Source: an optimization exercise on an open RTL-to-GDS flow (aim: small area and few clock cycles per item). Production flows keep margins and buffers that such runs may drop. RTL that was checked went through simulation tests only; none was proved equivalent to the original. No functional check of the RTL was part of runs 2 and 3.

==> flow/design.v, too long to show whole: its modules and the start of the top module <==
// module fp_mult_pipe: 1200 lines
// module fp_mult_fa: 10 lines
// module fp_mult_ha: 9 lines
module fp_mult_pipe #(
  parameter int unsigned EXP_W = 8,
  parameter int unsigned MAN_W = 23,
  parameter int unsigned TAG_W = 4
) (
  input  logic                   clk,
  input  logic                   rstn,
  input  logic                   in_valid,
  output logic                   in_ready,
  input  logic [EXP_W+MAN_W:0]   a,
  input  logic [EXP_W+MAN_W:0]   b,
  input  logic [TAG_W-1:0]       in_tag,
  output logic                   out_valid,
  input  logic                   out_ready,
  output logic [EXP_W+MAN_W:0]   result,
  output logic [TAG_W-1:0]       out_tag,
  output logic [3:0]             flags
);
  // ...
==> flow/flow/run.sh <==
#!/bin/bash
# Standard ORFS layout, with plain buffers on the ports instead of the delay cell buffer_ports
# picks, and with the synthesis buffers removed at floorplan so repair_design rebuffers.
set -euo pipefail
bash standard.sh BUFFER_PORTS_ARGS="-buffer_cell sky130_fd_sc_hd__buf_2" REMOVE_ABC_BUFFERS=1  finish > make.log 2>&1
==> flow/standard.sh <==
#!/bin/bash
# synth_recipe.tcl (not shown) runs the flow's synth.tcl, then flattens the netlist and writes it again
# the make line also repeats each setting of config.mk as NAME=value (left out here)
make -C /OpenROAD-flow-scripts/flow DESIGN_CONFIG=/design/flow/config.mk WORK_HOME=/design/flow/orfs CLKGATE_MAP_FILE= SYNTH_SCRIPT=/design/flow/synth_recipe.tcl "${@:-finish}"
==> flow/config.mk <==
export PLATFORM = sky130hd
export DESIGN_NAME = fp_mult_pipe
export DESIGN_NICKNAME = fp_mult_pipe
export VERILOG_FILES = /design/flow/design.v
export SDC_FILE = /design/flow/constraint.sdc
export NUM_CORES = 4
export LEC_CHECK = 0
export ABC_AREA = 1
export CAP_MARGIN = 20
export CORE_MARGIN = 2
export CORE_UTILIZATION = 40
export GPL_TIMING_DRIVEN = 0
export SETUP_SLACK_MARGIN = 0.02
export SLEW_MARGIN = 20
export SYNTH_HIERARCHICAL = 1
export SYNTH_MINIMUM_KEEP_SIZE = 0
==> flow/constraint.sdc <==
create_clock -name core_clock -period 7.0 [get_ports {clk}]
set_input_delay 1.4000 -clock core_clock [delete_from_list [all_inputs] [get_ports {clk}]]
set_output_delay 1.4000 -clock core_clock [all_outputs]
set_load 0.01 [all_outputs]
==> reports/results.txt, run 1 <==
Post-CTS Resized = 97
Worst Path Arrival = 6.81 ns
DRT Wirelength = 55,800 um
End of the critical path = r_p[14]$_DFFE_PP_
Largest buffer count on any clock path = 2
Nets = 2,320
Hold endpoint = r_v$_DFFE_PN0P_
Period Utilization, post-route = 96.8%
Inserted Clock Buffers = 5
Top Family by Delay on Critical Path = adder cells
Fraction of area in multi-input gates = 78.6%
CTS tree = yes
Setup tns final = 0 ns
Worst setup EP type = flop
Post-synthesis mux area share = 0%
Ys flop type = edfxtp_1
Worst r2r src = r_v$_DFFE_PN0P_
Initial antenna violation count = 1
DR pass1 iterations = 7
# setup viols final = 0
Reg-to-reg critical path endpoint = r_p[19]$_DFFE_PP_
Area leader, netlist = fa_1
Normalized max-slew margin = 30.4%
Status = finished clean
Met2 wire length = 25,500 um
Post-Syn Instances = 1,849
Wire length of the first global-routing pass = 82,900 um
Final core occ = 45.7%
Testbench counts, summed over its fixed seeds: cycles 16,008, items 16,000.
==> run 2, diff against run 1 <==
--- a/flow/design.v
+++ b/flow/design.v
@@ -1101,17 +1101,182 @@
   wire P0_3_741 = s2_643 & P0_2_739;
   wire G0_6_742 = G3_6_736 | (P3_6_737 & G0_3_740);
   wire P0_6_743 = P3_6_737 & P0_3_741;
   wire G0_11_744 = G6_11_732 | (P6_11_733 & G0_6_742);
   wire P0_11_745 = P6_11_733 & P0_6_743;
   wire G0_22_746 = G11_22_724 | (P11_22_725 & G0_11_744);
   wire P0_22_747 = P11_22_725 & P0_11_745;
   wire prod_c = G0_22_746;
-  wire [25:0] prod_hi = {c46_640, c45_639, c44_638, c43_637, c42_636, c41_635, c40_634, c39_633, c38_632, c37_631, c36_630, c35_629, c34_628, c33_627, c32_626, c31_625, c30_624, c29_623, c28_622, c27_621, c26_620, c25_619, c24_618, c23_617, c22_616, c21_615} + {s47_641, s46_640, s45_639, s44_638, s43_637, s42_636, s41_635, s40_634, s39_633, s38_632, s37_631, s36_630, s35_629, s34_628, s33_627, s32_626, s31_625, s30_624, s29_623, s28_622, s27_621, s26_620, s25_619, s24_618, s23_617, s22_616};
+  wire s22_748, c22_748;
+  fp_mult_ha u_s22_748 (.a(c21_615), .b(s22_616), .s(s22_748), .co(c22_748));
+  wire s23_749, c23_749;
+  fp_mult_ha u_s23_749 (.a(c22_616), .b(s23_617), .s(s23_749), .co(c23_749));
+  wire s24_750, c24_750;
+  fp_mult_ha u_s24_750 (.a(c23_617), .b(s24_618), .s(s24_750), .co(c24_750));
+  wire s25_751, c25_751;
+  fp_mult_ha u_s25_751 (.a(c24_618), .b(s25_619), .s(s25_751), .co(c25_751));
+  wire s26_752, c26_752;
+  fp_mult_ha u_s26_752 (.a(c25_619), .b(s26_620), .s(s26_752), .co(c26_752));
+  wire s27_753, c27_753;
+  fp_mult_ha u_s27_753 (.a(c26_620), .b(s27_621), .s(s27_753), .co(c27_753));
+  wire s28_754, c28_754;
+  fp_mult_ha u_s28_754 (.a(c27_621), .b(s28_622), .s(s28_754), .co(c28_754));
+  wire s29_755, c29_755;
+  fp_mult_ha u_s29_755 (.a(c28_622), .b(s29_623), .s(s29_755), .co(c29_755));
+  wire s30_756, c30_756;
+  fp_mult_ha u_s30_756 (.a(c29_623), .b(s30_624), .s(s30_756), .co(c30_756));
+  wire s31_757, c31_757;
+  fp_mult_ha u_s31_757 (.a(c30_624), .b(s31_625), .s(s31_757), .co(c31_757));
+  wire s32_758, c32_758;
+  fp_mult_ha u_s32_758 (.a(c31_625), .b(s32_626), .s(s32_758), .co(c32_758));
+  wire s33_759, c33_759;
+  fp_mult_ha u_s33_759 (.a(c32_626), .b(s33_627), .s(s33_759), .co(c33_759));
+  wire s34_760, c34_760;
+  fp_mult_ha u_s34_760 (.a(c33_627), .b(s34_628), .s(s34_760), .co(c34_760));
+  wire s35_761, c35_761;
+  fp_mult_ha u_s35_761 (.a(c34_628), .b(s35_629), .s(s35_761), .co(c35_761));
+  wire s36_762, c36_762;
+  fp_mult_ha u_s36_762 (.a(c35_629), .b(s36_630), .s(s36_762), .co(c36_762));
+  wire s37_763, c37_763;
+  fp_mult_ha u_s37_763 (.a(c36_630), .b(s37_631), .s(s37_763), .co(c37_763));
+  wire s38_764, c38_764;
+  fp_mult_ha u_s38_764 (.a(c37_631), .b(s38_632), .s(s38_764), .co(c38_764));
+  wire s39_765, c39_765;
+  fp_mult_ha u_s39_765 (.a(c38_632), .b(s39_633), .s(s39_765), .co(c39_765));
+  wire s40_766, c40_766;
+  fp_mult_ha u_s40_766 (.a(c39_633), .b(s40_634), .s(s40_766), .co(c40_766));
+  wire s41_767, c41_767;
+  fp_mult_ha u_s41_767 (.a(c40_634), .b(s41_635), .s(s41_767), .co(c41_767));
+  wire s42_768, c42_768;
+  fp_mult_ha u_s42_768 (.a(c41_635), .b(s42_636), .s(s42_768), .co(c42_768));
+  wire s43_769, c43_769;
+  fp_mult_ha u_s43_769 (.a(c42_636), .b(s43_637), .s(s43_769), .co(c43_769));
+  wire s44_770, c44_770;
+  fp_mult_ha u_s44_770 (.a(c43_637), .b(s44_638), .s(s44_770), .co(c44_770));
+  wire s45_771, c45_771;
+  fp_mult_ha u_s45_771 (.a(c44_638), .b(s45_639), .s(s45_771), .co(c45_771));
+  wire s46_772, c46_772;
+  fp_mult_ha u_s46_772 (.a(c45_639), .b(s46_640), .s(s46_772), .co(c46_772));
+  wire s47_773, c47_773;
+  fp_mult_ha u_s47_773 (.a(c46_640), .b(s47_641), .s(s47_773), .co(c47_773));
+  wire G23_774 = c23_749 | (s23_749 & c22_748);
+  wire P23_775 = s23_749 & s22_748;
+  wire G25_776 = c25_751 | (s25_751 & c24_750);
+  wire P25_777 = s25_751 & s24_750;
+  wire G27_778 = c27_753 | (s27_753 & c26_752);
+  wire P27_779 = s27_753 & s26_752;
+  wire G29_780 = c29_755 | (s29_755 & c28_754);
+  wire P29_781 = s29_755 & s28_754;
+  wire G31_782 = c31_757 | (s31_757 & c30_756);
+  wire P31_783 = s31_757 & s30_756;
+  wire G33_784 = c33_759 | (s33_759 & c32_758);
+  wire P33_785 = s33_759 & s32_758;
+  wire G35_786 = c35_761 | (s35_761 & c34_760);
+  wire P35_787 = s35_761 & s34_760;
+  wire G37_788 = c37_763 | (s37_763 & c36_762);
+  wire P37_789 = s37_763 & s36_762;
+  wire G39_790 = c39_765 | (s39_765 & c38_764);
+  wire P39_791 = s39_765 & s38_764;
+  wire G41_792 = c41_767 | (s41_767 & c40_766);
+  wire P41_793 = s41_767 & s40_766;
+  wire G43_794 = c43_769 | (s43_769 & c42_768);
+  wire P43_795 = s43_769 & s42_768;
+  wire G45_796 = c45_771 | (s45_771 & c44_770);
+  wire P45_797 = s45_771 & s44_770;
+  wire G47_798 = c47_773 | (s47_773 & c46_772);
+  wire P47_799 = s47_773 & s46_772;
+  wire G25_800 = G25_776 | (P25_777 & G23_774);
+  wire P25_801 = P25_777 & P23_775;
+  wire G29_802 = G29_780 | (P29_781 & G27_778);
+  wire P29_803 = P29_781 & P27_779;
+  wire G33_804 = G33_784 | (P33_785 & G31_782);
+  wire P33_805 = P33_785 & P31_783;
+  wire G37_806 = G37_788 | (P37_789 & G35_786);
+  wire P37_807 = P37_789 & P35_787;
+  wire G41_808 = G41_792 | (P41_793 & G39_790);
+  wire P41_809 = P41_793 & P39_791;
+  wire G45_810 = G45_796 | (P45_797 & G43_794);
+  wire P45_811 = P45_797 & P43_795;
+  wire G29_812 = G29_802 | (P29_803 & G25_800);
+  wire P29_813 = P29_803 & P25_801;
+  wire G37_814 = G37_806 | (P37_807 & G33_804);
+  wire P37_815 = P37_807 & P33_805;
+  wire G45_816 = G45_810 | (P45_811 & G41_808);
+  wire P45_817 = P45_811 & P41_809;
+  wire G37_818 = G37_814 | (P37_815 & G29_812);
+  wire P37_819 = P37_815 & P29_813;
+  wire G45_820 = G45_816 | (P45_817 & G37_818);
+  wire P45_821 = P45_817 & P37_819;
+  wire G33_822 = G33_804 | (P33_805 & G29_812);
+  wire P33_823 = P33_805 & P29_813;
+  wire G41_824 = G41_808 | (P41_809 & G37_818);
+  wire P41_825 = P41_809 & P37_819;
+  wire G27_826 = G27_778 | (P27_779 & G25_800);
+  wire P27_827 = P27_779 & P25_801;
+  wire G31_828 = G31_782 | (P31_783 & G29_812);
+  wire P31_829 = P31_783 & P29_813;
+  wire G35_830 = G35_786 | (P35_787 & G33_822);
+  wire P35_831 = P35_787 & P33_823;
+  wire G39_832 = G39_790 | (P39_791 & G37_818);
+  wire P39_833 = P39_791 & P37_819;
+  wire G43_834 = G43_794 | (P43_795 & G41_824);
+  wire P43_835 = P43_795 & P41_825;
+  wire G47_836 = G47_798 | (P47_799 & G45_820);
+  wire P47_837 = P47_799 & P45_821;
+  wire G24_838 = c24_750 | (s24_750 & G23_774);
+  wire P24_839 = s24_750 & P23_775;
+  wire G26_840 = c26_752 | (s26_752 & G25_800);
+  wire P26_841 = s26_752 & P25_801;
+  wire G28_842 = c28_754 | (s28_754 & G27_826);
+  wire P28_843 = s28_754 & P27_827;
+  wire G30_844 = c30_756 | (s30_756 & G29_812);
+  wire P30_845 = s30_756 & P29_813;
+  wire G32_846 = c32_758 | (s32_758 & G31_828);
+  wire P32_847 = s32_758 & P31_829;
+  wire G34_848 = c34_760 | (s34_760 & G33_822);
+  wire P34_849 = s34_760 & P33_823;
+  wire G36_850 = c36_762 | (s36_762 & G35_830);
+  wire P36_851 = s36_762 & P35_831;
+  wire G38_852 = c38_764 | (s38_764 & G37_818);
+  wire P38_853 = s38_764 & P37_819;
+  wire G40_854 = c40_766 | (s40_766 & G39_832);
+  wire P40_855 = s40_766 & P39_833;
+  wire G42_856 = c42_768 | (s42_768 & G41_824);
+  wire P42_857 = s42_768 & P41_825;
+  wire G44_858 = c44_770 | (s44_770 & G43_834);
+  wire P44_859 = s44_770 & P43_835;
+  wire G46_860 = c46_772 | (s46_772 & G45_820);
+  wire P46_861 = s46_772 & P45_821;
+  wire sum23_862 = s23_749 ^ c22_748;
+  wire sum24_863 = s24_750 ^ G23_774;
+  wire sum25_864 = s25_751 ^ G24_838;
+  wire sum26_865 = s26_752 ^ G25_800;
+  wire sum27_866 = s27_753 ^ G26_840;
+  wire sum28_867 = s28_754 ^ G27_826;
+  wire sum29_868 = s29_755 ^ G28_842;
+  wire sum30_869 = s30_756 ^ G29_812;
+  wire sum31_870 = s31_757 ^ G30_844;
+  wire sum32_871 = s32_758 ^ G31_828;
+  wire sum33_872 = s33_759 ^ G32_846;
+  wire sum34_873 = s34_760 ^ G33_822;
+  wire sum35_874 = s35_761 ^ G34_848;
+  wire sum36_875 = s36_762 ^ G35_830;
+  wire sum37_876 = s37_763 ^ G36_850;
+  wire sum38_877 = s38_764 ^ G37_818;
+  wire sum39_878 = s39_765 ^ G38_852;
+  wire sum40_879 = s40_766 ^ G39_832;
+  wire sum41_880 = s41_767 ^ G40_854;
+  wire sum42_881 = s42_768 ^ G41_824;
+  wire sum43_882 = s43_769 ^ G42_856;
+  wire sum44_883 = s44_770 ^ G43_834;
+  wire sum45_884 = s45_771 ^ G44_858;
+  wire sum46_885 = s46_772 ^ G45_820;
+  wire sum47_886 = s47_773 ^ G46_860;
+  wire [25:0] prod_hi = {sum47_886, sum46_885, sum45_884, sum44_883, sum43_882, sum42_881, sum41_880, sum40_879, sum39_878, sum38_877, sum37_876, sum36_875, sum35_874, sum34_873, sum33_872, sum32_871, sum31_870, sum30_869, sum29_868, sum28_867, sum27_866, sum26_865, sum25_864, sum24_863, sum23_862, s22_748};
   logic [2:0] cls;
   always_comb begin
     if (nan)       cls = {1'b1, snan_a | snan_b, 1'b1};
     else if (ixz)  cls = 3'b111;
     else if (inf)  cls = 3'b110;
     else if (zero) cls = 3'b100;
     else           cls = 3'b000;
   end
==> flow/flow/run.sh (replaced) <==
#!/bin/bash
# Standard ORFS layout, with plain buffers on the ports instead of the delay cell buffer_ports picks.
set -euo pipefail
bash standard.sh BUFFER_PORTS_ARGS="-buffer_cell sky130_fd_sc_hd__buf_2" finish > make.log 2>&1
--- a/flow/config.mk
+++ b/flow/config.mk
@@ -5,12 +5,12 @@
 export SDC_FILE = /design/flow/constraint.sdc
 export NUM_CORES = 4
 export LEC_CHECK = 0
 export ABC_AREA = 1
 export CAP_MARGIN = 20
 export CORE_MARGIN = 2
 export CORE_UTILIZATION = 40
 export GPL_TIMING_DRIVEN = 0
-export SETUP_SLACK_MARGIN = 0.02
+export SETUP_SLACK_MARGIN = 0.05
 export SLEW_MARGIN = 20
 export SYNTH_HIERARCHICAL = 1
 export SYNTH_MINIMUM_KEEP_SIZE = 0
==> run 2 against run 1 <==
Against the previous run:
- hold slack improved by 0.094 ns
- sequential share of layout area fell by 0.33 points
- largest cell class unchanged
- still clean on timing, DRC and antenna
- sequential cell count did not move
- first-iteration DRC count rose by 3.1%
==> reports/results.txt, run 2 <==
Status = finished clean
Worst Path Arrival = 6.91 ns (+0.10 ns)
Number of flip-flops in the largest register = 26
Largest reg by FF count = r_p
DR DRC count = 0
Wire length of the first global-routing pass = 85,800 um (+3.4%)
Synth-to-Final Area Change = 20.5%
Syn avg cell area = 8.98 um2
Max_cap viols = 0
Largest registers = r_p (26), r_esum (9), r_tag (4)
GP Congestion = 1.01
Share of Yosys cell area claimed by the top area cell type = 33.8%
Final hold vios = 0
Initial antenna violation count = 0 (-1)
Final setup margin = 0.138 ns
HPWL after DPL = 47,200 um
Vias in the first global route = 14,100
Worst-Margin Slew = 0.918 ns
Post-Syn Instances = 1,753 (-5.2%)
DP Worst Slack = -1.17 ns
RSZ-0062 raised after global routing = yes
DRT Wirelength = 58,600 um (+4.9%)
Inserted Clock Buffers = 5 (unchanged)
Seq/Total Area, Yosys = 8.74%
Largest buffer count on any clock path = 2 (unchanged)
Commonest non-fill, non-tap cell in the layout = xor2_1
Via density = 5.80
DR pass1 iterations = 6 (-1)
Max Clk Rate = 146 MHz
Layout cells sized above 1 = 24.6%
Critical path fanouts, max = 10
IO buf count = 113
Area of the mapped netlist = 15,700 um2
Via count = 14,400
Clock skew = 0.00844 ns
Period Utilization, post-route = 98.0% (+1.3 points)
GR Overflow Total = 0
Ys async rst share = 2.17%
Detailed Route Iter0 Violations = 1,478
Clock root cell = clkbuf_16
Largest net degree at the start of global routing = 27
Yosys warning count = 8
# IOs = 114
DR WL/cell = 23.6 um
Hold Path Class = input port to async pin
Worst setup EP type = flop
Area leader, netlist = fa_1
CP Launch Type = input port
Nets = 2,399 (+3.4%)
Die area = 41,000 um2
Post-route ant nets = 0
Normalized max-slew margin = 38.8% (+8.4 points)
CTS sink count = 46
Die Wd = 202 um
Std-Cell Rows = 72
Tmin final = 6.86 ns
Clock Pin Slew Worst Setup and Hold Paths = 0.07 ns
Commonest cells in the synthesized netlist = 279 x xor2_1, 266 x fa_1, 263 x o22ai_1, 179 x nand2_1, 124 x inv_1
# setup viols final = 0 (unchanged)
Synth Register Bits = 46
Ys flop type = edfxtp_1
Post-synth EDFFs = 45
Kind of critical path = input port to flop
Die height = 202 um
Most frequent cells in the layout = 263 x xor2_1, 250 x fa_1, 246 x o22ai_1, 135 x nand2_1, 125 x buf_2
Initial Util = 40.6%
Pins Over Slew Limit = 0
Global-route usage over all layers = 27.8%
Count leader, synth = xor2_1
CTS tree = yes
Synth top area cells = fa_1 34%, xor2_1 16%, o22ai_1 10%, edfxtp_1 8.6%, ha_1 8.3%
Max H-tree Level = 2
Core Area = 38,700 um2
Clk Latency, worst-skew pair = 0.30 ns
Cell variety after synth = 54
Required time of the critical path = 7.05 ns
-- run 2: layout make-up --
class / count / area [um2]
repair buffers: 193 / 1230
multi-input cells: 1435 / 14000
well taps: 518 / 648
clock buffers: 5 / 125
clock inverters: 3 / 26.3
fillers: 3765 / 19800
flip-flops and latches: 46 / 1380
inverters: 145 / 563
diodes: 1 / 2.50
plain buffers: 131 / 971
-- run 2: logic make-up (layout without fill, tap and decap cells) --
kind of cell,Yosys count,count (layout),share of synthesized area [%]
and+or+nand+nor,390,390,11.3
adders and majority gates,370,370,42.1
AOI/OAI and AO/OA,368,368,14.3
xor gates and xnor gates,300,300,16.7
buffers and inverters,278,477,6.81
DFF,46,46,8.74
other,1,8,0.0238
-- run 2: through the flow --
stage	setup TNS (ns)	instances	utilization (%)	instance area, um2	hold WS [ns]
final	0	2477	49.0	19000	0.859
after detailed placement	-18.56	2391	43.9	17000	0.941
after global placement	-16.46	2390	43.8	17000	1.18
after CTS	0	2412	45.6	17700	0.855
after global routing	-0.135	2476	49.0	19000	0.854
after floorplan	0	1759	-	15800	1.10
-- run 2: final timing paths --
| check | end | cells after the start | startpoint | slack, ns |
|---|---|---|---|---|
| max in group asynchronous | r_v$_DFFE_PN0P_ | 1 | rstn | 6.06 |
| worst min-delay path | r_v$_DFFE_PN0P_ | 1 | rstn | 0.86 |
| worst min register to register | r_v$_DFFE_PN0P_ | 2 | r_v$_DFFE_PN0P_ | 0.92 |
| worst max register to register | r_c$_DFFE_PP_ | 2 | r_v$_DFFE_PN0P_ | 5.58 |
| worst max-delay path | r_p[23]$_DFFE_PP_ | 26 | a[7] | 0.14 |
| min in group core_clock | r_v$_DFFE_PN0P_ | 2 | r_v$_DFFE_PN0P_ | 0.92 |
-- run 2: per-module statistics from Yosys (local to each module, per instance) --
module | cells | cell area [um2] | flops+latches
fp_mult_ha | 1 | 12.5 | 0
fp_mult_pipe | 1415 | 9540 | 46
fp_mult_fa | 1 | 20.0 | 0
-- run 2: critical path, cell delays in order --
cell	delay, ns
buf_2	0.15
inv_2	0.15
clkbuf_1	0.55
o22ai_1	0.20
xor2_1	0.19
fa_2	0.59
fa_1	0.44
fa_1	0.42
fa_2	0.60
fa_1	0.42
ha_1	0.31
nand2_1	0.07
o21ai_2	0.15
nand3_1	0.11
nand2_2	0.09
nand3_2	0.07
nand2_2	0.09
nand3_2	0.09
nand2_4	0.10
nand3_2	0.08
o21ai_2	0.16
nand3_1	0.09
nand2_1	0.07
ha_2	0.15
nor2_1	0.05
xnor2_1	0.11
-- run 2: timing repair --
| action | in CTS | in global routing |
|---|---|---|
| hold buffers | 0 | 0 |
| endpoints found under the setup margin | 54 | 47 |
| gates cloned | 1 | 1 |
| gates resized for setup | 145 | 260 |
| pin swaps | 20 | 58 |
| buffers inserted | 12 | 65 |
-- run 2: per-layer routing --
| layer | global-route usage [%] | vias to the layer above | part of all wire, % |
|---|---|---|---|
| li1 | - | 6343 | - |
| met1 | 38.2 | 7106 | 41 |
| met2 | 44.9 | 786 | 46 |
| met3 | 4.24 | 123 | 8.7 |
| met4 | 9.23 | 2 | 3.8 |
| met5 | 0.952 | - | 0.092 |
==> run 3, diff against run 2 <==
==> flow/flow/run.sh (replaced) <==
#!/bin/bash
# Standard ORFS layout, with plain buffers on the ports instead of the delay cell buffer_ports
# picks, and with the synthesis buffers removed at floorplan so repair_design rebuffers.
set -euo pipefail
bash standard.sh BUFFER_PORTS_ARGS="-buffer_cell sky130_fd_sc_hd__buf_2" REMOVE_ABC_BUFFERS=1  finish > make.log 2>&1
--- a/flow/config.mk
+++ b/flow/config.mk
@@ -10,7 +10,7 @@
 export CORE_MARGIN = 2
 export CORE_UTILIZATION = 40
 export GPL_TIMING_DRIVEN = 0
-export SETUP_SLACK_MARGIN = 0.05
+export SETUP_SLACK_MARGIN = 0.02
 export SLEW_MARGIN = 20
 export SYNTH_HIERARCHICAL = 1
 export SYNTH_MINIMUM_KEEP_SIZE = 0
==> run 3 against run 2 <==
Against the previous run:
- sequential share of layout area is 0.078 points higher
- core utilization shrank 0.52 points
- via count hardly changed
- hold slack worse by 0.10 ns
- count of clock-buffer cells in the layout unchanged
==> reports/results.txt, run 3 <==
IO buf count = 113 (unchanged)
GP Congestion = 0.880 (-13%)
Synth top area cells = fa_1 34%, xor2_1 16%, o22ai_1 10%, edfxtp_1 8.6%, ha_1 8.3%
Tmin final = 6.79 ns (-0.0689 ns)
DRT Wirelength = 57,500 um (-1.8%)
Syn avg cell area = 8.98 um2 (unchanged)
Clock root cell = clkbuf_16
Detailed Route Iter0 Violations = 1,748 (+18%)
Die height = 202 um (unchanged)
Initial antenna violation count = 0 (unchanged)
Wire length of the first global-routing pass = 82,100 um (-4.3%)
Area leader, netlist = fa_1
Post-route cell area = 18,800 um2 (-1.1%)
Status = finished clean
CTS tree = yes
Max_cap viols = 0 (unchanged)
RSZ-0062 raised after global routing = yes
Clock Pin Slew Worst Setup and Hold Paths = 0.07 ns (about the same)
Die area = 41,000 um2 (unchanged)
Seq/Total Area, Yosys = 8.74% (unchanged)
Synth Register Bits = 46 (unchanged)
Area of the mapped netlist = 15,700 um2 (unchanged)
# IOs = 114 (unchanged)
Number of flip-flops in the largest register = 26 (unchanged)
Ys async rst share = 2.17% (unchanged)
Std-Cell Rows = 72 (unchanged)
Non-Filler Instances = 2,371 (-4.3%)
Largest net degree at the start of global routing = 35 (+30%)
DR WL/cell = 24.3 um (+2.6%)
Largest registers = r_p (26), r_esum (9), r_tag (4)
Nets = 2,294 (-4.4%)
Global-route usage over all layers = 25.7% (-2.1 points)
Via density = 6.06 (+4.5%)
Clk Latency, worst-skew pair = 0.29 ns (about the same)
Max Clk Rate = 147 MHz (+1.0%)
Most frequent cells in the layout = 274 x xor2_1, 261 x fa_1, 251 x o22ai_1, 123 x nand2_1
Vias in the first global route = 14,200 (+0.99%)
Period Utilization, post-route = 97.0% (-0.98 points)
CP Launch Type = input port
Commonest non-fill, non-tap cell in the layout = xor2_1
Die Wd = 202 um (unchanged)
Met2 wire length = 25,600 um (-4.9%)
Initial Util = 40.6% (unchanged)
Post-synth EDFFs = 45 (unchanged)
Commonest cells in the synthesized netlist = 279 x xor2_1, 266 x fa_1, 263 x o22ai_1, 179 x nand2_1, 124 x inv_1
Core Area = 38,700 um2 (unchanged)
Synth-to-Final Area Change = 19.3%
Largest reg by FF count = r_p
GR Overflow Total = 0 (unchanged)
Worst setup EP type = flop
DR pass1 iterations = 7 (+1)
DR top layer = met4
Placed cell areas = 16,500 um2 (-2.8%)
DP Worst Slack = -1.83 ns (-0.661 ns)
WL met3 = 7060 um (+39%)
Via count = 14,400 (+0.049%)
Final hold vios = 0 (unchanged)
# setup viols final = 0 (unchanged)
Clock skew = 0.00713 ns (-0.00131 ns)
Kind of critical path = input port to flop
Largest buffer count on any clock path = 2 (unchanged)
Normalized max-slew margin = 26.3% (-13 points)
Pins Over Slew Limit = 0 (unchanged)
Met1 wire length = 22,400 um (-7.5%)
Setup tns final = 0 ns (unchanged)
Count leader, synth = xor2_1
Post-Syn Instances = 1,753 (unchanged)
Dpl cells = 2,260 (-5.5%)
Layout cells sized above 1 = 21.4% (-3.2 points)
Worst Path Arrival = 6.76 ns (-0.15 ns)
CTS sink count = 46 (unchanged)
Worst-Margin Slew = 1.10 ns (+0.178 ns)
Critical path fanouts, max = 12 (+2)
Final setup margin = 0.207 ns (+0.0689 ns)
Max H-tree Level = 2 (unchanged)
Cell variety after synth = 54 (unchanged)
Hold Path Class = flop to flop
Ys flop type = edfxtp_1
DR DRC count = 0 (unchanged)
Inserted Clock Buffers = 5 (unchanged)
HPWL after DPL = 34,600 um (-27%)
Ant diodes = 0 (-1)
Share of Yosys cell area claimed by the top area cell type = 33.8% (unchanged)
Required time of the critical path = 6.97 ns (-0.08 ns)
Yosys warning count = 8 (unchanged)
Post-route ant nets = 0 (unchanged)
==> run 3: per-module statistics from Yosys, one instance, submodules excluded <==
module        flops+latches  cells  copies in the design  area, um2
fp_mult_pipe             46   1415                     1       9540
fp_mult_fa                0      1                   263       20.0
fp_mult_ha                0      1                    75       12.5
==> run 3: area by class of cell <==
class	instances	area [um2]
flip-flops and latches	46	1380
inverters	145	627
multi-input cells	1448	14200
repair inverters	11	57.6
well taps	518	648
fillers	3589	20000
clock buffers	5	125
repair buffers	195	1690
clock inverters	3	28.8
==> run 3: metrics by stage <==
stage	util [%]	hold slack, ns
5_1_grt	48.5	0.832
2_1_floorplan	-	1.10
3_3_place_gp	42.5	1.18
4_1_cts	45.3	0.786
3_5_place_dp	42.7	0.765
6_report	48.5	0.758
==> run 3: critical path, cell delays in order <==
cell        delay (ns)
buf_2             0.19
clkinvlp_2        0.62
o22ai_1           0.36
xor2_1            0.20
ha_1              0.26
fa_1              0.48
fa_1              0.39
fa_1              0.51
fa_1              0.44
ha_1              0.34
inv_1             0.06
o21ai_0           0.41
o2111ai_1         0.30
nor4_1            0.48
nand4_1           0.29
==> run 3: kinds of logic (layout without fill, tap and decap cells) <==
kind of cell / after synthesis / after routing / synth area share [%]
DFF: 46 / 46 / 8.74
xor gates and xnor gates: 300 / 300 / 16.7
AOI/OAI and AO/OA: 368 / 368 / 14.3
adders and majority gates: 370 / 370 / 42.1
and+or+nand+nor: 390 / 403 / 11.3
buffers and inverters: 278 / 359 / 6.81
other: 1 / 7 / 0.0238
==> run 3: layer usage <==
| metal | global-route usage (%) | up-vias |
|---|---|---|
| met2 | 40.6 | 1058 |
| met1 | 34.6 | 6904 |
| met3 | 6.35 | 215 |
| li1 | - | 6190 |
| met5 | 0 | - |
| met4 | 8.63 | 0 |
==> run 3: path summary, 6_finish.rpt <==
path,startpoint,to,depth (start not counted)
max in group asynchronous,rstn,r_v$_DFFE_PN0P_,1
worst min register to register,r_v$_DFFE_PN0P_,r_v$_DFFE_PN0P_,2
worst max register to register,r_v$_DFFE_PN0P_,r_p[24]$_DFFE_PP_,2
min in group asynchronous,rstn,r_v$_DFFE_PN0P_,1
worst min-delay path,r_v$_DFFE_PN0P_,r_v$_DFFE_PN0P_,2
worst max-delay path,a[15],r_st$_DFFE_PP_,15
==> run 3: what timing repair did <==
| action | in CTS | in global routing |
|---|---|---|
| gates cloned | 14 | 19 |
| pin swaps | 10 | 46 |
| gates resized for setup | 140 | 119 |
| setup endpoints to repair | 59 | 47 |
| hold buffers | 0 | 0 |
| setup buffers | 22 | 48 |

-- separate check: timing with driven ports --
In the flow no input, the clock included, has a driving cell. The finished layouts below were timed again as built, in two steps. Step 1 assumes that a clkbuf_16 drives the clock port and a buf_2 every other input. Step 2 moves the port delays by t, midway between the first and last clock arrival at a register: inputs arrive t later, outputs are due t later. That takes back most of the time a late clock gives input paths. Slacks: no drivers / after step 1 / after step 2; pairs: no drivers / after step 1.
| run | t, ns | slack for setup (ns) | worst setup path at the end | worst slew at a driven data input, ns |
|---|---|---|---|---|
| run 1 | 0.337 | 0.227 / 0.189 / -0.113 | input to register | 0.07 |
| run 2 | 0.336 | 0.138 / 0.155 / -0.180 | input to register | 0.06 |
| run 3 | 0.321 | 0.207 / 0.112 / -0.209 | input to register | 0.19 |
Met with ideal ports but missed after step 2: setup timing in every run listed. The setup slack of run 3, which loses most, moves by -0.095 ns with the drivers and by -0.416 ns with both steps.
